Context: an optimization exercise on an open-source flow, tuned for small area and a short achievable clock period. The choices shown serve that exercise and are no tape-out recipe. Only simulation tests tie the RTL to the original design; equivalence was not proved. The flow treats the clock pin as an ideal source. Dropping or thinning the clock tree relies on that and would not hold on a real chip. Power and IR drop assume default switching activity.

<file path="config.mk">
export PLATFORM = sky130hd
export DESIGN_NAME = cpu_trace_buffer
export DESIGN_NICKNAME = cpu_trace_buffer
export VERILOG_FILES = /design/flow/design.v
export SDC_FILE = /design/flow/constraint.sdc
export NUM_CORES = 4
export LEC_CHECK = 0
export CAP_MARGIN = 20
export CORE_MARGIN = 2
export CORE_UTILIZATION = 55
export CTS_CLUSTER_DIAMETER = 80
export CTS_CLUSTER_SIZE = 25
export PLACE_DENSITY = 0.65
export SETUP_SLACK_MARGIN = 3.5
export SLEW_MARGIN = 20
export SYNTH_MEMORY_MAX_BITS = 8192
</file>
<file path="constraint.sdc">
create_clock -name core_clock -period 6.0 [get_ports {clk}]
set_input_delay 1.2000 -clock core_clock [delete_from_list [all_inputs] [get_ports {clk}]]
set_output_delay 1.2000 -clock core_clock [all_outputs]
set_load 0.01 [all_outputs]
</file>
<file path="design.v">
package trace_pkg;
  localparam logic [1:0] TRIG_NOW  = 2'd0;
  localparam logic [1:0] TRIG_PC   = 2'd1;
  localparam logic [1:0] TRIG_MEMW = 2'd2;
  localparam logic [1:0] TRIG_EXT  = 2'd3;
  function automatic integer ENTRY_W(input integer state_w, input integer data_w);
    ENTRY_W = state_w + 2 * data_w;
  endfunction
endpackage
module trace_ram #(
  parameter int unsigned DEPTH = 63,
  parameter int unsigned WIDTH = 68
) (
  input  logic                       clk,
  input  logic                       i_shift,
  input  logic [WIDTH-1:0]           i_wdata,
  input  logic [DEPTH-1:0]           i_rsel,       
  input  logic [DEPTH-1:0]           i_rsel_hi,    
  output logic [WIDTH-1:0]           o_rdata
);
  logic [WIDTH-1:0] r_mem [DEPTH];
  always_ff @(posedge clk) begin
    if (i_shift) begin
      r_mem[0] <= i_wdata;
      for (int i = 1; i < DEPTH; i++) r_mem[i] <= r_mem[i-1];
    end
  end
  always_comb begin
    o_rdata = '0;
    for (int i = 0; i < DEPTH; i++)
      o_rdata = o_rdata | (r_mem[i] & {{(WIDTH-WIDTH/2){i_rsel_hi[i]}}, {(WIDTH/2){i_rsel[i]}}});
  end
endmodule
module cpu_trace_buffer #(
  parameter int unsigned DATA_W  = 32,
  parameter int unsigned STATE_W = 4,
  parameter int unsigned DEPTH   = 64,
  parameter int unsigned CNT_W   = $clog2(DEPTH + 1)
) (
  input  logic                        clk,
  input  logic                        reset,
  input  logic                        arm,
  input  logic                        mode,
  input  logic [1:0]                  trig_sel,
  input  logic [DATA_W-1:0]           trig_val,
  input  logic                        trig_in,
  input  logic [CNT_W-1:0]            post_cnt,
  input  logic [DATA_W-1:0]           PC,
  input  logic [DATA_W-1:0]           Instr,
  input  logic [STATE_W-1:0]          state,
  input  logic                        IRWrite,
  input  logic                        MemWrite,
  input  logic [DATA_W-1:0]           Adr,
  output logic                        out_valid,
  input  logic                        out_ready,
  output logic [STATE_W+2*DATA_W-1:0] out_data,
  output logic                        out_last,
  output logic                        busy,
  output logic                        triggered,
  output logic [CNT_W-1:0]            count
);
  localparam int unsigned SD = DEPTH - 1;           
  localparam int unsigned EW = trace_pkg::ENTRY_W(STATE_W, DATA_W);
  logic              r_busy;
  logic              r_valid;
  logic              r_post;
  logic              r_triggered;
  logic              r_last;
  logic [CNT_W-1:0]  r_count;
  logic              r_cnt_nz;     
  logic              r_cnt_one;    
  logic [SD-1:0]     r_rd_oh;      
  logic [SD-1:0]     r_rd_oh_hi;   
  logic [EW-1:0]     r_head;       
  logic [CNT_W-1:0]  r_remaining;
  logic [CNT_W-1:0]  r_cnt_left;
  logic              r_mode_q;
  logic [3:0]        r_sel_oh;
  logic [DATA_W-1:0] r_val_q;
  logic              w_arm_ok;
  logic              w_sample;
  logic              w_trig_hit;
  logic              w_fire;
  logic              w_enter_dump;
  logic              w_full;
  logic              w_cnt0;
  logic              w_cnt1;
  logic              w_pop;
  logic              w_head_ld;
  logic              w_rd_mv;
  logic [CNT_W-1:0]  w_count_inc;
  logic [CNT_W-1:0]  w_post_clamp;
  logic [EW-1:0]     w_live;
  logic [EW-1:0]     w_rd_data;
  assign w_live       = {state, PC, Instr};
  assign w_arm_ok     = arm && !r_valid;
  assign w_sample     = r_busy && !arm && (!r_mode_q || IRWrite);
  assign w_full       = r_count[CNT_W-1];
  assign w_cnt0       = !r_cnt_nz;
  assign w_cnt1       = r_cnt_one;
  assign w_count_inc  = w_full ? r_count : r_count + CNT_W'(1);
  assign w_post_clamp = post_cnt[CNT_W-1] ? CNT_W'(DEPTH - 1) : post_cnt;
  assign w_trig_hit = r_sel_oh[0] ||
                      (r_sel_oh[1] && (PC == r_val_q)) ||
                      (r_sel_oh[2] && MemWrite && (Adr == r_val_q)) ||
                      (r_sel_oh[3] && trig_in);
  assign w_fire       = w_sample && !r_post && w_trig_hit;
  assign w_enter_dump = w_sample && (r_post ? (r_remaining == CNT_W'(1))
                                            : (w_trig_hit && (r_remaining == '0)));
  assign w_pop = r_valid ? out_ready : (w_sample && w_full);
  assign w_head_ld = w_pop || (w_sample && w_cnt0);
  assign w_rd_mv   = w_sample && !w_full;
  always_ff @(posedge clk or posedge reset) begin
    if (reset) begin
      r_busy      <= 1'b0;
      r_valid     <= 1'b0;
      r_post      <= 1'b0;
      r_triggered <= 1'b0;
      r_last      <= 1'b0;
      r_count     <= '0;
      r_cnt_nz    <= 1'b0;
      r_cnt_one   <= 1'b0;
    end else if (w_arm_ok) begin
      r_busy      <= 1'b1;
      r_valid     <= 1'b0;
      r_post      <= 1'b0;
      r_triggered <= 1'b0;
      r_last      <= 1'b0;
      r_count     <= '0;
      r_cnt_nz    <= 1'b0;
      r_cnt_one   <= 1'b0;
    end else begin
      if (w_sample) begin
        r_count   <= w_count_inc;
        r_cnt_nz  <= 1'b1;
        r_cnt_one <= !r_cnt_nz;
      end
      if (w_fire) begin
        r_triggered <= 1'b1;
        if (r_remaining != '0) r_post <= 1'b1;
      end
      if (w_enter_dump) begin
        r_busy  <= 1'b0;
        r_valid <= 1'b1;
        r_last  <= w_cnt0;
      end
      if (r_valid && out_ready) begin
        r_last <= (r_cnt_left == CNT_W'(2));
        if (r_cnt_left == CNT_W'(1)) r_valid <= 1'b0;
      end
    end
  end
  always_ff @(posedge clk) begin
    if (w_arm_ok) begin
      r_mode_q    <= mode;
      r_sel_oh    <= 4'b0001 << trig_sel;
      r_val_q     <= trig_val;
      r_remaining <= w_post_clamp;
    end else if (w_sample && r_post) begin
      r_remaining <= r_remaining - CNT_W'(1);
    end
    r_rd_oh <= ({SD{!w_arm_ok && w_rd_mv}}  & {r_rd_oh[SD-2:0] & {(SD-1){!w_cnt1}}, w_cnt1}) |
               ({SD{!w_arm_ok && !w_rd_mv}} & r_rd_oh);
    r_rd_oh_hi <= ({SD{!w_arm_ok && w_rd_mv}}  & {r_rd_oh_hi[SD-2:0] & {(SD-1){!w_cnt1}}, w_cnt1}) |
                  ({SD{!w_arm_ok && !w_rd_mv}} & r_rd_oh_hi);
    if (!r_valid) r_cnt_left <= w_count_inc;
    else if (out_ready) r_cnt_left <= r_cnt_left - CNT_W'(1);
    r_head <= ({EW{w_head_ld}}            & w_rd_data) |
              ({EW{w_head_ld && w_cnt0}}  & w_live) |
              ({EW{!w_head_ld}}           & r_head);
  end
  trace_ram #(
    .DEPTH (SD),
    .WIDTH (EW)
  ) u_ram (
    .clk     (clk),
    .i_shift (w_sample || (r_valid && out_ready)),
    .i_wdata (w_live),
    .i_rsel  (r_rd_oh),
    .i_rsel_hi (r_rd_oh_hi),
    .o_rdata (w_rd_data)
  );
  assign out_valid = r_valid;
  assign out_data  = r_head;
  assign out_last  = r_last;
  assign busy      = r_busy;
  assign triggered = r_triggered;
  assign count     = r_count;
endmodule
</file>
<file path="flow/run.sh">
#!/bin/bash
# Standard layout, except that after clock tree synthesis the tree's root
# buffer is split into four, one per quadrant, which then drive the
# third level directly (flow/split_root.tcl).
set -e
cd "$(dirname "$0")/.."
export RES_DIR=$PWD/orfs/results/$FLOW_PLATFORM/cpu_trace_buffer/base
export FLOW_CLOCK_PORT=clk
OPENROAD=$(command -v openroad || echo "$FLOW_HOME/../tools/install/OpenROAD/bin/openroad")
bash standard.sh cts > std_cts.log 2>&1
"$OPENROAD" -exit -no_init flow/split_root.tcl > split_root.log 2>&1
bash standard.sh finish > std_finish.log 2>&1
</file>
<file path="flow/split_root.tcl">
# Split the clock tree's root buffer into one copy per quadrant of its loads,
# so the clock port drives four buffers that each carry a quarter of the
# root's load, and let those drive the level below the next one directly.
# Reads and rewrites the CTS result in place.
set plat $::env(FLOW_HOME)/platforms/$::env(FLOW_PLATFORM)
set res $::env(RES_DIR)
read_lef $plat/lef/sky130_fd_sc_hd.tlef
read_lef $plat/lef/sky130_fd_sc_hd_merged.lef
read_liberty $plat/lib/sky130_fd_sc_hd__tt_025C_1v80.lib
read_db $res/4_cts.odb
read_sdc $res/4_cts.sdc
source $plat/setRC.tcl
set_propagated_clock [all_clocks]

proc split_root {nparts} {
  set block [ord::get_db_block]
  # the root is the one buffer the clock port drives
  set port_net [$block findNet $::env(FLOW_CLOCK_PORT)]
  set root ""
  foreach it [$port_net getITerms] {
    if {[$it isInputSignal]} { set root [$it getInst] }
  }
  if {$root eq "" || [llength [$port_net getITerms]] != 1} {
    puts "split_root: clock port does not drive a single buffer; nothing to do"
    return
  }
  set master [$root getMaster]
  set out_net [[$root findITerm X] getNet]
  set loads {}
  foreach it [$out_net getITerms] {
    if {[$it isInputSignal]} { lappend loads $it }
  }
  set rb [$root getBBox]
  set cx [expr {([$rb xMin] + [$rb xMax]) / 2}]
  set cy [expr {([$rb yMin] + [$rb yMax]) / 2}]
  set sx 0; set sy 0
  foreach it $loads {
    set b [[$it getInst] getBBox]
    set sx [expr {$sx + [$b xMin]}]; set sy [expr {$sy + [$b yMin]}]
  }
  set n [llength $loads]
  set mx [expr {$sx / $n}]; set my [expr {$sy / $n}]
  array set G {}
  foreach it $loads {
    set b [[$it getInst] getBBox]
    set q [expr {([$b xMin] >= $mx ? 1 : 0) + ([$b yMin] >= $my ? 2 : 0)}]
    lappend G($q) $it
  }
  set rname [$root getName]
  set k 0
  foreach q [lsort [array names G]] {
    # nets and instances get distinct names (as CTS names them) so that
    # parasitics read back by name land on the net
    set name "${rname}_q$k"
    set nn [odb::dbNet_create $block "clknet_split_q$k"]
    $nn setSigType CLOCK
    set inst [odb::dbInst_create $block $master $name]
    set sx 0; set sy 0
    foreach it $G($q) {
      set b [[$it getInst] getBBox]
      set sx [expr {$sx + [$b xMin]}]; set sy [expr {$sy + [$b yMin]}]
    }
    set gx [expr {$sx / [llength $G($q)]}]; set gy [expr {$sy / [llength $G($q)]}]
    $inst setLocation [expr {($gx + $cx) / 2}] [expr {($gy + $cy) / 2}]
    $inst setPlacementStatus PLACED
    $inst setSourceType TIMING
    [$inst findITerm A] connect $port_net
    [$inst findITerm X] connect $nn
    foreach it $G($q) { $it disconnect; $it connect $nn }
    puts "split_root: $name drives [llength $G($q)] loads"
    incr k
  }
  odb::dbInst_destroy $root
  odb::dbNet_destroy $out_net
}

# Remove the buffers the given net drives: their loads move onto the net,
# and the net's driver moves to the middle of those loads.
proc collapse_children {net} {
  set block [ord::get_db_block]
  set drv ""
  set kids {}
  foreach it [$net getITerms] {
    if {[$it isInputSignal]} { lappend kids [$it getInst] } elseif {[$it isOutputSignal]} { set drv [$it getInst] }
  }
  set moved {}
  foreach kid $kids {
    if {![string match "*clkbuf*" [[$kid getMaster] getName]]} continue
    set onet [[$kid findITerm X] getNet]
    set loads {}
    foreach it [$onet getITerms] { if {[$it isInputSignal]} { lappend loads $it } }
    [$kid findITerm A] disconnect
    foreach it $loads { $it disconnect; $it connect $net; lappend moved $it }
    [$kid findITerm X] disconnect
    odb::dbInst_destroy $kid
    odb::dbNet_destroy $onet
  }
  set sx 0; set sy 0
  foreach it $moved {
    set b [[$it getInst] getBBox]
    set sx [expr {$sx + [$b xMin]}]; set sy [expr {$sy + [$b yMin]}]
  }
  if {[llength $moved]} {
    $drv setLocation [expr {$sx / [llength $moved]}] [expr {$sy / [llength $moved]}]
  }
  puts "collapse_children: [$drv getName] now drives [llength $moved] loads"
}

puts "before:"
report_clock_latency
split_root 4
# The level below the root only fans out by two; each quarter buffer drives
# the level under it directly instead
set block [ord::get_db_block]
foreach q {0 1 2 3} {
  set n [$block findNet "clknet_split_q$q"]
  if {$n ne "NULL"} { collapse_children $n }
}
detailed_placement
check_placement -verbose
estimate_parasitics -placement
puts "after:"
report_clock_latency
report_worst_slack -max
report_worst_slack -min
write_db $res/4_1_cts.odb
write_db $res/4_cts.odb
</file>
<file path="standard.sh">
#!/bin/bash
# synth_recipe.tcl (not shown) runs the flow's synth.tcl, then flattens the netlist and writes it again
# the make line also repeats each setting of config.mk as NAME=value (left out here)
make -C /OpenROAD-flow-scripts/flow DESIGN_CONFIG=/design/flow/config.mk WORK_HOME=/design/flow/orfs CLKGATE_MAP_FILE= SYNTH_SCRIPT=/design/flow/synth_recipe.tcl "${@:-finish}"
</file>
==> results.sh, run 1 <==
export IMPL_wl_per_cell_um=43.6
export IMPL_cts_buffers=208
export IMPL_hold_buffers=0
export IMPL_r2r_slack_ns=3.47
export IMPL_power_net_switching_uw=23900
export IMPL_p_clk_share_pct=19.9
export IMPL_cp_arrival_ns=3.04
export IMPL_routed_wl_met3_um=84100
export IMPL_slew_headroom_pct=15.1
export IMPL_hold_viol_final=0
export IMPL_p_comb_share_pct=12.9
export IMPL_ys_top_cells_by_area="edfxtp_1 81%, a22oi_1 5.8%, a22o_1 3.2%"
export IMPL_grt_usage_pct=35.9
export IMPL_clkSlewWorstSetupHoldPaths_ns=0.10
export IMPL_drt_met1_wl_um=184000
export IMPL_synthArstFlopShare_pct=0.308
export IMPL_grt_antenna_before_repair=20
export IMPL_grt_max_degree=140
export IMPL_viasPerCell=7.70
export IMPL_ioPinCount=228
export IMPL_start_util_pct=55.3
export IMPL_rows=198
export IMPL_insertion_delay_ns=0.68
export IMPL_grt_pass1_vias=90200
export IMPL_fin_crit_ns=2.53
export IMPL_crit_fanout=25
export IMPL_min_path_type="flop to flop"
export IMPL_cts_tree="done"
export IMPL_clockBufferDepth=4
export IMPL_power_density_nw_per_um2=466
export IMPL_endpoint="r_head[11]"
export IMPL_required_ns=6.52
export IMPL_setup_viol=0
export IMPL_die_h_um=545
export IMPL_fmax_ghz=0.396
export IMPL_power_leakage_uw=0.0562
export IMPL_vdd_ir_drop_max_mv=0.351
export IMPL_rsz0062_at_grt="true"
export IMPL_syn_area_um2=161000
export IMPL_status="complete, no violations"
export IMPL_cts_sinks=4543
export IMPL_place_gp_congestion=0.904
export IMPL_synth_flop_cell="edfxtp_1"
export IMPL_ant_nets=0
export IMPL_grt_overflow_total=0
export IMPL_drv_cap=0
export IMPL_numPortBuffers=227
export IMPL_top_layer_used="met5"
export IMPL_crit_start="r_rd_oh[44]"
export IMPL_htree_num_levels=4
export IMPL_grt_pass1_wl_um=734000
export IMPL_synth_avg_cell_area_um2=19.2
export IMPL_crit_path_end_kind="flop"
export IMPL_syn_nets=8540
export IMPL_synth_warning_count=3
export IMPL_netSwitchingFraction_pct=28.8
export IMPL_core_um2=291000
export IMPL_dr_first_iter_drc_count=20900
export IMPL_yosysUniqueCellTypes=49
export IMPL_seqPwrFrac_pct=67.2
export IMPL_crit_path_start_kind="flop"
export IMPL_fin_crit_sh_pct=42.1
export IMPL_yosysSeqAreaShare_pct=83.5
export IMPL_fill_cells=20400
export IMPL_synth_cells=8385
export IMPL_vias=97600
export IMPL_first_pass_iters=7
export IMPL_ys_ff_latch=4543
export IMPL_r2r_cells=6
export IMPL_syn2layout_area_growth_pct=10.6
export IMPL_synth_edff_count=4335
export IMPL_placed_area_um2=169000
export IMPL_dieArea_um2=297000
export IMPL_routed_wl_met2_um=245000
export IMPL_wl_um=553000
export IMPL_crit_type="flop to flop"
export IMPL_yosys_area_top_type="edfxtp_1"
export IMPL_slew_violations=0
export IMPL_finalClockSkew_ns=0.0406
export IMPL_tightest_slew_ns=1.27
export IMPL_fp_dieW_um=545
export IMPL_reg2reg_to="r_head[11]"
export IMPL_p_int_uw=59100
export IMPL_drc_errors=0
export IMPL_drive_gt1_share_pct=10.5
export IMPL_place_hpwl_um=299000
export IMPL_place_ws_ns=1.57
export IMPL_cts_root_buf="clkbuf_16"
export IMPL_final_nets=8762
export IMPL_final_setup_tns_ns=0
export IMPL_r2r_start="r_rd_oh[44]"
export IMPL_postLayoutCellArea_um2=178000
export IMPL_fin_ws_ns=3.47
export IMPL_synth_top_cell_area_share_pct=80.9
==> metal layers <==
metal | vias up | GRT usage, %
li1 | 36100 | -
met1 | 49400 | 48.5
met2 | 10100 | 54.2
met3 | 1942 | 8.38
met4 | 12 | 20.2
met5 | - | 0
==> cell usage in the layout (no fill, tap or decap), types with 15 or more instances in the layout <==
| master | instances |
|---|---|
| buf_12 | 15 |
| dfxtp_2 | 28 |
| buf_4 | 185 |
| nor3_1 | 79 |
| xnor2_1 | 26 |
| clkbuf_16 | 258 |
| nand4_1 | 288 |
| clkbuf_1 | 127 |
| a31oi_1 | 72 |
| xor2_1 | 45 |
| edfxtp_1 | 4335 |
| buf_6 | 106 |
| a22oi_1 | 1251 |
| dfxtp_4 | 166 |
| buf_16 | 60 |
| clkdlybuf4s50_1 | 109 |
| a221oi_1 | 463 |
| nor2_1 | 84 |
| a22o_1 | 590 |
| nand3_1 | 203 |
| nor4_1 | 72 |
==> power groups by stage <==
stage	combinational, uW	clock (uW)	sequential [uW]
6_report	10700	16500	55800
5_1_grt	11200	17500	56200
4_1_cts	9600	16600	55200
3_5_place_dp	8710	0	55600
3_3_place_gp	8500	0	55400
2_1_floorplan	3690	0	46500
==> repair_timing <==
action | 4_1_cts | 5_1_grt
gates cloned | 28 | 49
resized for setup | 654 | 196
pin swaps | 3 | 24
endpoints found under the setup margin | 4261 | 4170
setup buffers | 27 | 18
==> worst min-delay path by stage <==
stage                                   start             endpoint  slack [ns]  cells after the start
after global placement    u_ram.r_mem[44][31]  u_ram.r_mem[45][31]        0.43                      0
after floorplan            u_ram.r_mem[9][12]  u_ram.r_mem[10][12]        0.43                      0
after CTS                 u_ram.r_mem[13][18]  u_ram.r_mem[14][18]        0.43                      0
after detailed placement  u_ram.r_mem[37][59]  u_ram.r_mem[38][59]        0.43                      0
after global routing       u_ram.r_mem[15][0]   u_ram.r_mem[16][0]        0.44                      0
final                     u_ram.r_mem[61][12]  u_ram.r_mem[62][12]        0.43                      0
==> critical path: stages, from the launching register on <==
cell and delay, ns:
dfxtp_4 0.66, buf_4 0.42, a22o_1 0.26, a221oi_1 0.27, nand3_1 0.17, nor4_1 0.44
a31oi_1 0.13
==> per-stage QoR <==
stage | instances | total power, uW | util (%) | hold slack (ns)
3_5_place_dp | 12200 | 64300 | 57.9 | 0.433
3_3_place_gp | 12200 | 63900 | 57.9 | 0.428
6_report | 12700 | 83000 | 61.2 | 0.432
2_1_floorplan | 8385 | 50200 | - | 0.427
4_1_cts | 12600 | 81500 | 60.6 | 0.435
5_1_grt | 12700 | 84900 | 61.2 | 0.441
==> cell families after synthesis <==
kind of cell	Yosys count	share of synthesized area, %
buf+inv	568	1.40
flops	4543	83.5
xor+xnor	75	0.408
compound gates	2411	12.0
fa+ha+maj	6	0.0466
mux	3	0.0225
simple gates	779	2.67
==> Yosys cell counts, types with 2 or more instances <==
| master | instances |
|---|---|
| edfxtp_1 | 4335 |
| a22oi_1 | 1251 |
| a22o_1 | 590 |
| a221oi_1 | 463 |
| clkbuf_1 | 349 |
| nand4_1 | 288 |
| nand3_1 | 203 |
| dfxtp_1 | 194 |
| buf_1 | 113 |
| buf_2 | 94 |
| nor2_1 | 88 |
| nor3_1 | 80 |
| nor4_1 | 80 |
| a31oi_1 | 72 |
| xor2_1 | 49 |
| xnor2_1 | 26 |
| nand2_1 | 15 |
| dfrtp_1 | 14 |
| o21ai_0 | 13 |
| a21oi_1 | 12 |
| inv_1 | 9 |
| ha_1 | 6 |
| nand2b_1 | 5 |
| nor2b_1 | 4 |
| and2_1 | 3 |
| or3_1 | 3 |
| a211oi_1 | 2 |
| clkinv_1 | 2 |
| o31ai_1 | 2 |
==> final cells by class <==
| type | instances | area, um^2 | share of cell area [%] |
|---|---|---|---|
| Clock buffer | 343 | 5840 | 3.28 |
| Clock inverter | 20 | 228 | 0.128 |
| Antenna cell | 13 | 32.5 | 0.0183 |
| Sequential cell | 4543 | 135000 | 75.9 |
| Tap cell | 3900 | 4880 | 2.74 |
| Inverter | 11 | 61.3 | 0.0344 |
| Multi-Input combinational cell | 3276 | 24600 | 13.8 |
| Timing Repair Buffer | 568 | 7380 | 4.14 |
==> sequential cells by signal, summed over array words and instances, names as in the netlist <==
| register | cells |
|---|---|
| r_count | 7 |
| r_triggered | 1 |
| r_cnt_one | 1 |
| r_mode_q | 1 |
| r_cnt_left | 7 |
| r_sel_oh | 4 |
| r_valid | 1 |
| r_rd_oh_hi | 63 |
| u_ram.r_mem | 4284 |
| r_cnt_nz | 1 |
| r_rd_oh | 63 |
| r_busy | 1 |
| r_val_q | 32 |
| r_remaining | 7 |
| r_last | 1 |
| r_post | 1 |
| r_head | 68 |
==> inputs of run 2 (changes only) <==
--- a/config.mk
+++ b/config.mk
@@ -7,10 +7,10 @@
 export LEC_CHECK = 0
 export CAP_MARGIN = 20
 export CORE_MARGIN = 2
-export CORE_UTILIZATION = 55
+export CORE_UTILIZATION = 60
 export CTS_CLUSTER_DIAMETER = 80
 export CTS_CLUSTER_SIZE = 25
 export PLACE_DENSITY = 0.65
-export SETUP_SLACK_MARGIN = 3.5
+export SETUP_SLACK_MARGIN = 3.7
 export SLEW_MARGIN = 20
 export SYNTH_MEMORY_MAX_BITS = 8192
==> results.sh, run 2 <==
export IMPL_status="complete, no violations"
export IMPL_place_hpwl_um=301000
export IMPL_dr_first_iter_drc_count=21900
export IMPL_grt_antenna_before_repair=14
export IMPL_wl_per_cell_um=45.9
export IMPL_ys_ff_latch=4543
export IMPL_cp_arrival_ns=2.91
export IMPL_power_density_nw_per_um2=472
export IMPL_final_nets=9196
export IMPL_synthArstFlopShare_pct=0.308
export IMPL_fill_cells=16600
export IMPL_power_leakage_uw=0.0604
export IMPL_yosysSeqAreaShare_pct=83.5
export IMPL_fmax_ghz=0.396
export IMPL_grt_usage_pct=39.6
export IMPL_cts_buffers=212
export IMPL_syn_area_um2=161000
export IMPL_seq_area_um2=135000
export IMPL_crit_path_start_kind="primary input"
export IMPL_wl_um=585000
export IMPL_final_setup_tns_ns=0
export IMPL_synth_flop_cell="edfxtp_1"
export IMPL_synth_warning_count=3
export IMPL_largest_reg_flops=4284
export IMPL_synth_avg_cell_area_um2=19.2
export IMPL_viasPerCell=7.97
export IMPL_core_um2=267000
export IMPL_drv_cap=0
export IMPL_insertion_delay_ns=0.69
export IMPL_drive_gt1_share_pct=15.2
export IMPL_fp_dieW_um=522
export IMPL_yosysMostFrequentCell="edfxtp_1"
export IMPL_die_h_um=522
export IMPL_ys_top_cells_by_area="edfxtp_1 81%, a22oi_1 5.8%, a22o_1 3.2%"
export IMPL_grt_max_degree=129
export IMPL_finalClockSkew_ns=0.0492
export IMPL_place_gp_congestion=0.910
export IMPL_vias=102000
export IMPL_first_pass_iters=9
export IMPL_grt_overflow_total=0
export IMPL_dieArea_um2=272000
export IMPL_syn_nets=8540
export IMPL_grt_pass1_wl_um=740000
export IMPL_synth_top_cell_area_share_pct=80.9
export IMPL_hold_buffers=0
export IMPL_drc_errors=0
export IMPL_start_util_pct=60.2
export IMPL_cts_sinks=4543
export IMPL_regMostFlops="u_ram.r_mem"
export IMPL_setup_viol=0
export IMPL_grt_pass1_vias=90700
export IMPL_r2r_slack_ns=3.57
export IMPL_syn2layout_area_growth_pct=15.7
export IMPL_fin_crit_sh_pct=42.1
export IMPL_layout_commonest_cell="edfxtp_1"
export IMPL_cts_root_buf="clkbuf_16"
export IMPL_crit_path_end_kind="flop"
export IMPL_required_ns=6.38
export IMPL_slew_violations=0
export IMPL_synth_common_cells="4,335 x edfxtp_1, 1,251 x a22oi_1, 590 x a22o_1"
export IMPL_crit_type="primary input to flop"
export IMPL_synth_edff_count=4335
export IMPL_synth_cells=8385
export IMPL_hold_viol_final=0
export IMPL_multiInputGateArea_um2=25000
export IMPL_htree_num_levels=4
export IMPL_ioPinCount=228
export IMPL_tightest_slew_ns=1.28
export IMPL_min_path_type="flop to flop"
export IMPL_clockBufferDepth=4
export IMPL_yosysUniqueCellTypes=49
export IMPL_rsz0062_at_grt="true"
export IMPL_mostFrequentLayoutCells="4,335 x edfxtp_1, 1,251 x a22oi_1, 590 x a22o_1"
export IMPL_crit_fanout=27
export IMPL_cts_tree="done"
export IMPL_postLayoutCellArea_um2=186000
export IMPL_reg_top3="u_ram.r_mem (4284), r_head (68)"
export IMPL_clkSlewWorstSetupHoldPaths_ns=0.10
export IMPL_slew_headroom_pct=14.9
export IMPL_vdd_ir_drop_max_mv=0.406
export IMPL_ant_nets=0
export IMPL_numPortBuffers=227
export IMPL_yosys_area_top_type="edfxtp_1"
export IMPL_fin_crit_ns=2.53
export IMPL_placed_area_um2=169000
export IMPL_rows=190
==> run 2: changes by cell type in the layout (fill, tap and decap cells not counted), sizes merged, moves of 2 or more <==
cell	delta
buf	+281
clkbuf	+141
clkdlybuf4s50	-6
clkinv	+5
inv	-3
bufbuf	-2
dlymetal6s2s	+2
==> run 2: kinds of logic (layout without fill, tap and decap cells) <==
group,after synthesis,in the layout,synth area share (%)
flip-flops,4543,4543,83.5
AO/OA/AOI/OAI,2411,2411,12.0
AND/OR/NAND/NOR,779,782,2.67
buffers and inverters,568,1362,1.40
XOR/XNOR,75,75,0.408
adder cells (fa/ha/maj),6,6,0.0466
multiplexers,3,3,0.0225
other,0,14,0
==> run 2: worst paths after layout <==
| kind | start | endpoint | cells past startpoint |
|---|---|---|---|
| min | u_ram.r_mem[33][36] | u_ram.r_mem[34][36] | 0 |
| min in group asynchronous | reset | r_count[0] | 2 |
| max in group asynchronous | reset | r_cnt_nz | 2 |
| min reg2reg | u_ram.r_mem[33][36] | u_ram.r_mem[34][36] | 0 |
| max reg2reg | r_rd_oh_hi[17] | r_head[64] | 6 |
| max | IRWrite | u_ram.r_mem[14][7] | 12 |
==> run 2: per-stage QoR <==
stage                     std cells  total power, uW  setup WS, ns  hold slack, ns  utilization (%)
after floorplan                8385            50200        -13.12           0.427                -
after global placement        11900            64100          1.33           0.428             63.1
after detailed placement      11900            64600          1.31           0.433             63.1
after CTS                     12300            81700          3.24           0.442             66.0
after global routing          12700            89700          3.45           0.447             69.6
final                         12700            87900          3.47           0.419             69.7
==> run 2: repair_timing <==
action | in CTS | in global routing
buffers inserted | 55 | 148
pin swaps | 12 | 31
cloned | 17 | 291
endpoints found under the setup margin | 4568 | 4434
resized for setup | 661 | 619
==> run 2: layer usage <==
layer | up-vias | track usage, % | wire [um]
li1 | 37000 | - | -
met3 | 2339 | 9.31 | 91200
met1 | 51100 | 52.9 | 187000
met5 | - | 0 | 82
met4 | 10 | 23.3 | 48400
met2 | 11100 | 60.1 | 258000
==> run 2: cell type report <==
cell class / instances / share of cell area [%]
repair buffers: 999 / 8.47
flip-flops and latches: 4543 / 72.5
inverters: 11 / 0.0309
repair inverters: 2 / 0.00940
well taps: 3552 / 2.39
clock buffers: 329 / 3.08
multi-input cells: 3277 / 13.4
clock inverters: 21 / 0.107
diodes: 14 / 0.0188
==> run 2: report_power, final <==
part           internal [uW]  switching (uW)  leakage (uW)
Sequential             48600            7300        0.0424
Clock                   6700            9710       0.00283
Combinational           6850            8740        0.0152
Total                  62200           25700        0.0604
==> run 2: worst max-delay path: stages <==
cell       delay (ns)
clkbuf_2         0.08
nand2b_4         0.11
nand3b_1         0.11
buf_6            0.16
buf_8            0.12
nand2_8          0.05
buf_16           0.18
buf_12           0.15
buf_16           0.18
buf_12           0.13
clkbuf_16        0.19
buf_16           0.19
==> inputs of run 3 (changes only) <==
--- a/config.mk
+++ b/config.mk
@@ -7,10 +7,10 @@
 export LEC_CHECK = 0
 export CAP_MARGIN = 20
 export CORE_MARGIN = 2
-export CORE_UTILIZATION = 60
+export CORE_UTILIZATION = 55
 export CTS_CLUSTER_DIAMETER = 80
 export CTS_CLUSTER_SIZE = 25
-export PLACE_DENSITY = 0.65
+export PLACE_DENSITY = 0.72
 export SETUP_SLACK_MARGIN = 3.7
 export SLEW_MARGIN = 20
 export SYNTH_MEMORY_MAX_BITS = 8192
==> results.sh, run 3 <==
export IMPL_status="complete, no violations"
export IMPL_power_leakage_uw=0.0590
export IMPL_grt_max_degree=135
export IMPL_largest_reg_flops=4284
export IMPL_reg2reg_to="r_last"
export IMPL_vias=102000
export IMPL_tightest_slew_ns=1.31
export IMPL_synth_common_cells="4,335 x edfxtp_1, 1,251 x a22oi_1, 590 x a22o_1"
export IMPL_fin_crit_sh_pct=43.7
export IMPL_core_um2=291000
export IMPL_crit_start="PC[19]"
export IMPL_critPathMaxStageDelay_ns=0.32
export IMPL_fmax_ghz=0.381
export IMPL_first_pass_iters=10
export IMPL_final_util_pct=63.1
export IMPL_grt_overflow_total=0
export IMPL_place_hpwl_um=291000
export IMPL_syn2layout_area_growth_pct=14.1
export IMPL_syn_nets=8540
export IMPL_clkSlewWorstSetupHoldPaths_ns=0.10
export IMPL_grt_antenna_before_repair=41
export IMPL_r2r_cells=9
export IMPL_clockBufferDepth=4
export IMPL_reg_top3="u_ram.r_mem (4284), r_head (68)"
export IMPL_rsz0062_at_grt="true"
export IMPL_synthArstFlopShare_pct=0.308
export IMPL_crit_path_start_kind="primary input"
export IMPL_power_density_nw_per_um2=469
export IMPL_synth_avg_cell_area_um2=19.2
export IMPL_place_gp_congestion=0.921
export IMPL_drive_gt1_share_pct=13.9
export IMPL_wl_um=566000
export IMPL_cts_root_buf="clkbuf_16"
export IMPL_endpoint="r_last"
export IMPL_drv_cap=0
export IMPL_numPortBuffers=227
export IMPL_dr_first_iter_drc_count=23800
export IMPL_crit_path_end_kind="flop"
export IMPL_worst_path_dominant_cell_family="simple AND/OR/NAND/NOR gates"
export IMPL_seq_area_um2=135000
export IMPL_regMostFlops="u_ram.r_mem"
export IMPL_ys_top_cells_by_area="edfxtp_1 81%, a22oi_1 5.8%, a22o_1 3.2%"
export IMPL_grt_pass1_wl_um=728000
export IMPL_ant_nets=0
export IMPL_vdd_ir_drop_max_mv=0.305
export IMPL_wl_per_cell_um=43.5
export IMPL_yosysUniqueCellTypes=49
export IMPL_rows=198
export IMPL_cts_buffers=209
export IMPL_fin_crit_ns=2.62
export IMPL_crit_fanout=3
export IMPL_start_util_pct=55.3
export IMPL_cts_sinks=4543
export IMPL_total_power_uw=86200
export IMPL_fp_dieW_um=545
export IMPL_yosys_area_top_type="edfxtp_1"
export IMPL_synth_flop_cell="edfxtp_1"
export IMPL_yosysMostFrequentCell="edfxtp_1"
export IMPL_yosysSeqAreaShare_pct=83.5
export IMPL_cts_tree="done"
export IMPL_mostFrequentLayoutCells="4,335 x edfxtp_1, 1,251 x a22oi_1, 590 x a22o_1"
export IMPL_required_ns=6.53
export IMPL_r2r_start="r_val_q[17]"
export IMPL_grt_pass1_vias=91000
export IMPL_crit_type="primary input to flop"
export IMPL_multiInputGateArea_um2=24900
export IMPL_dieArea_um2=297000
export IMPL_die_h_um=545
export IMPL_finalClockSkew_ns=0.114
export IMPL_drc_errors=0
export IMPL_min_path_type="flop to flop"
export IMPL_synth_edff_count=4335
export IMPL_viasPerCell=7.85
export IMPL_cp_arrival_ns=3.15
export IMPL_synth_warning_count=3
export IMPL_path_cells="buf_4, xor2_1, nor4_2, nand3_1, o31a_1, buf_12, and2b_2, nor3_2, mux2_4"
export IMPL_htree_num_levels=4
export IMPL_fin_ws_ns=3.38
export IMPL_synth_top_cell_area_share_pct=80.9
export IMPL_r2r_slack_ns=3.49
export IMPL_timing_critical_path_buf_inv=2
export IMPL_final_setup_tns_ns=0
export IMPL_final_nets=9065
export IMPL_slew_violations=0
export IMPL_setup_viol=0
export IMPL_ioPinCount=228
export IMPL_cp_depth=9
export IMPL_fill_cells=19100
export IMPL_grt_usage_pct=35.6
export IMPL_syn_area_um2=161000
export IMPL_insertion_delay_ns=0.71
export IMPL_cp_slowest_cell="o31a_1"
export IMPL_synth_cells=8385
export IMPL_ys_ff_latch=4543
export IMPL_hold_viol_final=0
export IMPL_place_ws_ns=1.61
export IMPL_slew_headroom_pct=12.7
export IMPL_layout_commonest_cell="edfxtp_1"
==> run 3: cell count changes in the layout (fill, tap and decap cells not counted), moves of 15 or more <==
cell,before,now
clkbuf_16,409,335
nor2_1,61,85
clkbuf_1,116,131
buf_4,180,206
diode_2,14,40
nor2_4,23,2
buf_12,115,82
buf_8,66,45
==> run 3: logic make-up after synthesis <==
| kind of cell | after synthesis | share of synthesized area, % |
|---|---|---|
| AOI/OAI and AO/OA | 2411 | 12.0 |
| muxes | 3 | 0.0225 |
| and+or+nand+nor | 779 | 2.67 |
| adders and majority gates | 6 | 0.0466 |
| buffers and inverters | 568 | 1.40 |
| DFF | 4543 | 83.5 |
| xor gates and xnor gates | 75 | 0.408 |
==> run 3: how the worst min path moves through the flow <==
stage | startpoint | end | slack, ns | depth (start not counted)
6_report | u_ram.r_mem[33][42] | u_ram.r_mem[34][42] | 0.39 | 0
3_5_place_dp | u_ram.r_mem[37][5] | u_ram.r_mem[38][5] | 0.43 | 0
2_1_floorplan | u_ram.r_mem[9][12] | u_ram.r_mem[10][12] | 0.43 | 0
3_3_place_gp | u_ram.r_mem[49][59] | u_ram.r_mem[50][59] | 0.43 | 0
5_1_grt | u_ram.r_mem[31][63] | u_ram.r_mem[32][63] | 0.43 | 0
4_1_cts | u_ram.r_mem[33][42] | u_ram.r_mem[34][42] | 0.41 | 0
==> run 3: report_power, final <==
part / switching [uW] / leakage, uW / internal (uW)
logic: 8180 / 0.0137 / 5530
registers: 7320 / 0.0424 / 48600
clock network: 9790 / 0.00290 / 6780
==> run 3: metrics by stage <==
stage,instances,hold slack [ns],cell area (um^2)
after detailed placement,12200,0.432,169000
after CTS,12700,0.412,177000
after global routing,13000,0.426,184000
after floorplan,8385,0.427,161000
final,13000,0.395,184000
after global placement,12200,0.428,169000
==> run 3: cell type report <==
class	count	share of cell area, %
Sequential cell	4543	73.5
Multi-Input combinational cell	3276	13.5
Timing Repair Buffer	868	6.89
Clock buffer	343	3.15
Tap cell	3900	2.66
Clock inverter	22	0.161
Antenna cell	40	0.0545
Inverter	11	0.0368
Timing Repair inverter	2	0.00953
==> run 3: timing repair <==
action | in CTS | in global routing
pin swaps | 22 | 45
gates resized for setup | 801 | 434
buffers inserted | 79 | 119
endpoints found under the setup margin | 4568 | 4310
gates cloned | 20 | 180
hold buffers | 0 | 0
==> run 3: layer usage <==
metal / wire [um] / up-vias / GRT usage (%)
li1: - / 36800 / -
met1: 180000 / 50000 / 49.2
met2: 230000 / 12800 / 49.0
met3: 118000 / 2469 / 14.3
met4: 38000 / 42 / 17.5
met5: 494 / - / 0.519
==> inputs of run 4 (changes only) <==
==> flow/run.sh (replaced) <==
#!/bin/bash
# Standard layout, except that clock tree synthesis inserts no dummy loads,
# and after it the tree's root buffer is split into four, one per quadrant,
# which then drive the third level directly (flow/split_root.tcl).
set -e
cd "$(dirname "$0")/.."
export RES_DIR=$PWD/orfs/results/$FLOW_PLATFORM/cpu_trace_buffer/base
export FLOW_CLOCK_PORT=clk
OPENROAD=$(command -v openroad || echo "$FLOW_HOME/../tools/install/OpenROAD/bin/openroad")
CTS="-sink_clustering_enable -repair_clock_nets -sink_clustering_size 25 -sink_clustering_max_diameter 80 -dont_use_dummy_load"
bash standard.sh "CTS_ARGS=$CTS" cts > std_cts.log 2>&1
"$OPENROAD" -exit -no_init flow/split_root.tcl > split_root.log 2>&1
bash standard.sh finish > std_finish.log 2>&1
--- a/config.mk
+++ b/config.mk
@@ -10,7 +10,7 @@
 export CORE_UTILIZATION = 55
 export CTS_CLUSTER_DIAMETER = 80
 export CTS_CLUSTER_SIZE = 25
-export PLACE_DENSITY = 0.72
+export PLACE_DENSITY = 0.65
 export SETUP_SLACK_MARGIN = 3.7
 export SLEW_MARGIN = 20
 export SYNTH_MEMORY_MAX_BITS = 8192
==> results.sh, run 4 <==
export IMPL_yosysSeqAreaShare_pct=83.5
export IMPL_place_hpwl_um=299000
export IMPL_crit_path_end_kind="flop"
export IMPL_status="complete, no violations"
export IMPL_worstHoldStart="u_ram.r_mem[13][18]"
export IMPL_rows=198
export IMPL_final_setup_tns_ns=0
export IMPL_mostFrequentLayoutCells="4,335 x edfxtp_1, 1,251 x a22oi_1, 590 x a22o_1"
export IMPL_crit_path_start_kind="primary input"
export IMPL_regMostFlops="u_ram.r_mem"
export IMPL_reg_top3="u_ram.r_mem (4284), r_head (68)"
export IMPL_rsz0062_at_grt="true"
export IMPL_cp_slowest_cell="o31a_1"
export IMPL_viasPerCell=7.77
export IMPL_yosys_area_top_type="edfxtp_1"
export IMPL_seq_area_um2=135000
export IMPL_cts_sinks=4543
export IMPL_setup_viol=0
export IMPL_crit_type="primary input to flop"
export IMPL_synth_edff_count=4335
export IMPL_slew_headroom_pct=15.6
export IMPL_hold_buffers=0
export IMPL_grt_pass1_vias=90000
export IMPL_ys_ff_latch=4543
export IMPL_drive_gt1_share_pct=11.3
export IMPL_yosysMostFrequentCell="edfxtp_1"
export IMPL_largest_reg_flops=4284
export IMPL_clkSlewWorstSetupHoldPaths_ns=0.10
export IMPL_insertion_delay_ns=0.68
export IMPL_wl_per_cell_um=44.1
export IMPL_hold_depth=0
export IMPL_fin_crit_ns=2.49
export IMPL_synthArstFlopShare_pct=0.308
export IMPL_place_gp_congestion=0.904
export IMPL_worst_path_dominant_cell_family="simple AND/OR/NAND/NOR gates"
export IMPL_path_cells="clkbuf_4, xor2_1, nor4_4, nand4_1, o31a_1, and2b_2, nor3_4, mux2_4"
export IMPL_crit_start="PC[12]"
export IMPL_grt_pass1_wl_um=733000
export IMPL_r2r_start="r_val_q[22]"
export IMPL_yosysUniqueCellTypes=49
export IMPL_wl_um=555000
export IMPL_hold_viol_final=0
export IMPL_fin_ws_ns=3.51
export IMPL_ioPinCount=228
export IMPL_ys_top_cells_by_area="edfxtp_1 81%, a22oi_1 5.8%, a22o_1 3.2%"
export IMPL_syn_nets=8540
export IMPL_syn2layout_area_growth_pct=10.8
export IMPL_finalClockSkew_ns=0.0646
export IMPL_layout_commonest_cell="edfxtp_1"
export IMPL_cp_depth=8
export IMPL_critPathMaxStageDelay_ns=0.35
export IMPL_numPortBuffers=227
export IMPL_min_path_type="flop to flop"
export IMPL_ant_nets=0
export IMPL_grt_overflow_total=0
export IMPL_synth_flop_cell="edfxtp_1"
export IMPL_synth_top_cell_area_share_pct=80.9
export IMPL_fp_dieW_um=545
export IMPL_multiInputGateArea_um2=24700
export IMPL_dieArea_um2=297000
export IMPL_cp_arrival_ns=3.04
export IMPL_first_pass_iters=7
export IMPL_tightest_slew_ns=1.27
export IMPL_grt_antenna_before_repair=26
export IMPL_power_density_nw_per_um2=462
export IMPL_synth_cells=8385
export IMPL_synth_warning_count=3
export IMPL_r2r_cells=7
export IMPL_grt_max_degree=183
export IMPL_grt_usage_pct=35.9
export IMPL_drc_errors=0
export IMPL_dr_first_iter_drc_count=20500
export IMPL_die_h_um=545
export IMPL_fin_crit_sh_pct=41.6
export IMPL_fill_cells=20300
export IMPL_power_leakage_uw=0.0564
export IMPL_start_util_pct=55.3
export IMPL_synth_avg_cell_area_um2=19.2
export IMPL_final_nets=8836
export IMPL_fmax_ghz=0.401
export IMPL_vias=97900
export IMPL_vdd_ir_drop_max_mv=0.348
export IMPL_crit_fanout=3
export IMPL_syn_area_um2=161000
export IMPL_timing_critical_path_buf_inv=1
export IMPL_required_ns=6.54
export IMPL_drv_cap=0
export IMPL_slew_violations=0
export IMPL_core_um2=291000
export IMPL_synth_common_cells="4,335 x edfxtp_1, 1,251 x a22oi_1, 590 x a22o_1"
export IMPL_place_ws_ns=1.57
[run 4: cell types whose count changed in the layout (fill, tap and decap cells not counted), sizes merged, moves of 2 or more]
cell / delta
clkinv: -5
diode: -18
clkbuf: -213
clkdlybuf4s50: +9
inv: -16
buf: -151
dlymetal6s2s: -7
clkdlybuf4s15: -3
bufbuf: +2
[run 4: repair_timing]
item / in CTS / in global routing
gates cloned: 23 / 66
buffers inserted: 44 / 63
setup endpoints to repair: 4537 / 4290
gates resized for setup: 718 / 262
pin swaps: 9 / 29
[run 4: cells by family (layout without fill, tap and decap cells)]
| logic type | count (synthesis) | in the layout | synth area share, % |
|---|---|---|---|
| buffers and inverters | 568 | 860 | 1.40 |
| adder cells (fa/ha/maj) | 6 | 6 | 0.0466 |
| AND/OR/NAND/NOR | 779 | 781 | 2.67 |
| flip-flops | 4543 | 4543 | 83.5 |
| XOR/XNOR | 75 | 75 | 0.408 |
| other | 0 | 22 | 0 |
| AO/OA/AOI/OAI | 2411 | 2411 | 12.0 |
| multiplexers | 3 | 3 | 0.0225 |
[run 4: where the power goes]
part	leakage, uW	internal (uW)	total [uW]	switching (uW)
Sequential	0.0424	48700	55800	7120
Combinational	0.0114	3910	11100	7210
Clock	0.00255	6180	15500	9360
[run 4: metal layers]
layer | wire (um) | vias to the layer above | GRT usage (%)
met5 | 138 | - | 0
met4 | 36400 | 20 | 19.5
met3 | 85000 | 1895 | 8.57
met2 | 248000 | 10200 | 54.6
met1 | 185000 | 49700 | 48.3
li1 | - | 36100 | -
[run 4: layout make-up]
class	instances	area share, %
Sequential cell	4543	75.7
Timing Repair inverter	1	0.00491
Clock buffer	207	2.90
Tap cell	3900	2.74
Antenna cell	22	0.0309
Inverter	11	0.0449
Multi-Input combinational cell	3276	13.8
Timing Repair Buffer	641	4.71
[run 4: worst paths after layout]
| check | slack, ns | end |
|---|---|---|
| max | 3.51 | r_last |
| min | 0.41 | u_ram.r_mem[14][18] |
| max reg2reg | 3.60 | r_last |
| min reg2reg | 0.41 | u_ram.r_mem[14][18] |
| max in group asynchronous | 4.65 | r_count[6] |
| min in group asynchronous | 0.92 | r_count[2] |
[run 4: worst reg2reg max path, stage by stage (launching register included)]
cell	delay [ns]
edfxtp_1	0.58
xor2_4	0.24
nor4_4	0.30
nand4_1	0.20
o31a_1	0.35
and2b_2	0.28
nor3_4	0.05
mux2_4	0.29
[run 4: per-stage QoR]
step | hold slack, ns | utilization [%] | instance area (um^2) | cells | total power [uW]
after floorplan | 0.427 | - | 161000 | 8385 | 50200
after CTS | 0.400 | 60.3 | 176000 | 12500 | 80500
final | 0.410 | 61.3 | 178000 | 12600 | 82400
after detailed placement | 0.433 | 57.9 | 169000 | 12200 | 64300
after global routing | 0.411 | 61.3 | 178000 | 12600 | 84300
after global placement | 0.428 | 57.9 | 169000 | 12200 | 63900

==> static timing again, ports no longer ideal <==
In the flow no input, the clock included, has a driving cell. The finished layouts below were timed again as built, in two steps.
Step 1: set_driving_cell puts a clkbuf_16 on clk and a buf_2 on each other input, an assumption about the parent block.
Step 2, shift: input delay + t, output delay - t, t = (earliest + latest rising clock arrival at the registers) / 2. This alone moves slack from input paths to output paths.
Three values: no drivers, after step 1, after step 2; two values: the first two.
| run | shift t [ns] | setup slack, ns | worst setup path at the end | latest minus earliest clock arrival (ns) |
|---|---|---|---|---|
| run 1 | 0.882 | 3.475 / 3.330 / 2.795 | input to register | 0.059 / 0.058 |
| run 2 | 0.871 | 3.474 / 3.313 / 2.787 | input to register | 0.061 / 0.060 |
| run 3 | 0.865 | 3.377 / 3.305 / 2.608 | input to register | 0.147 / 0.147 |
| run 4 | 0.868 | 3.506 / 3.336 / 2.807 | input to register | 0.086 / 0.086 |
After both steps every run listed still meets setup and hold. For run 3, which loses most, drivers alone change the setup slack by -0.072 ns; drivers and shift together by -0.769 ns.
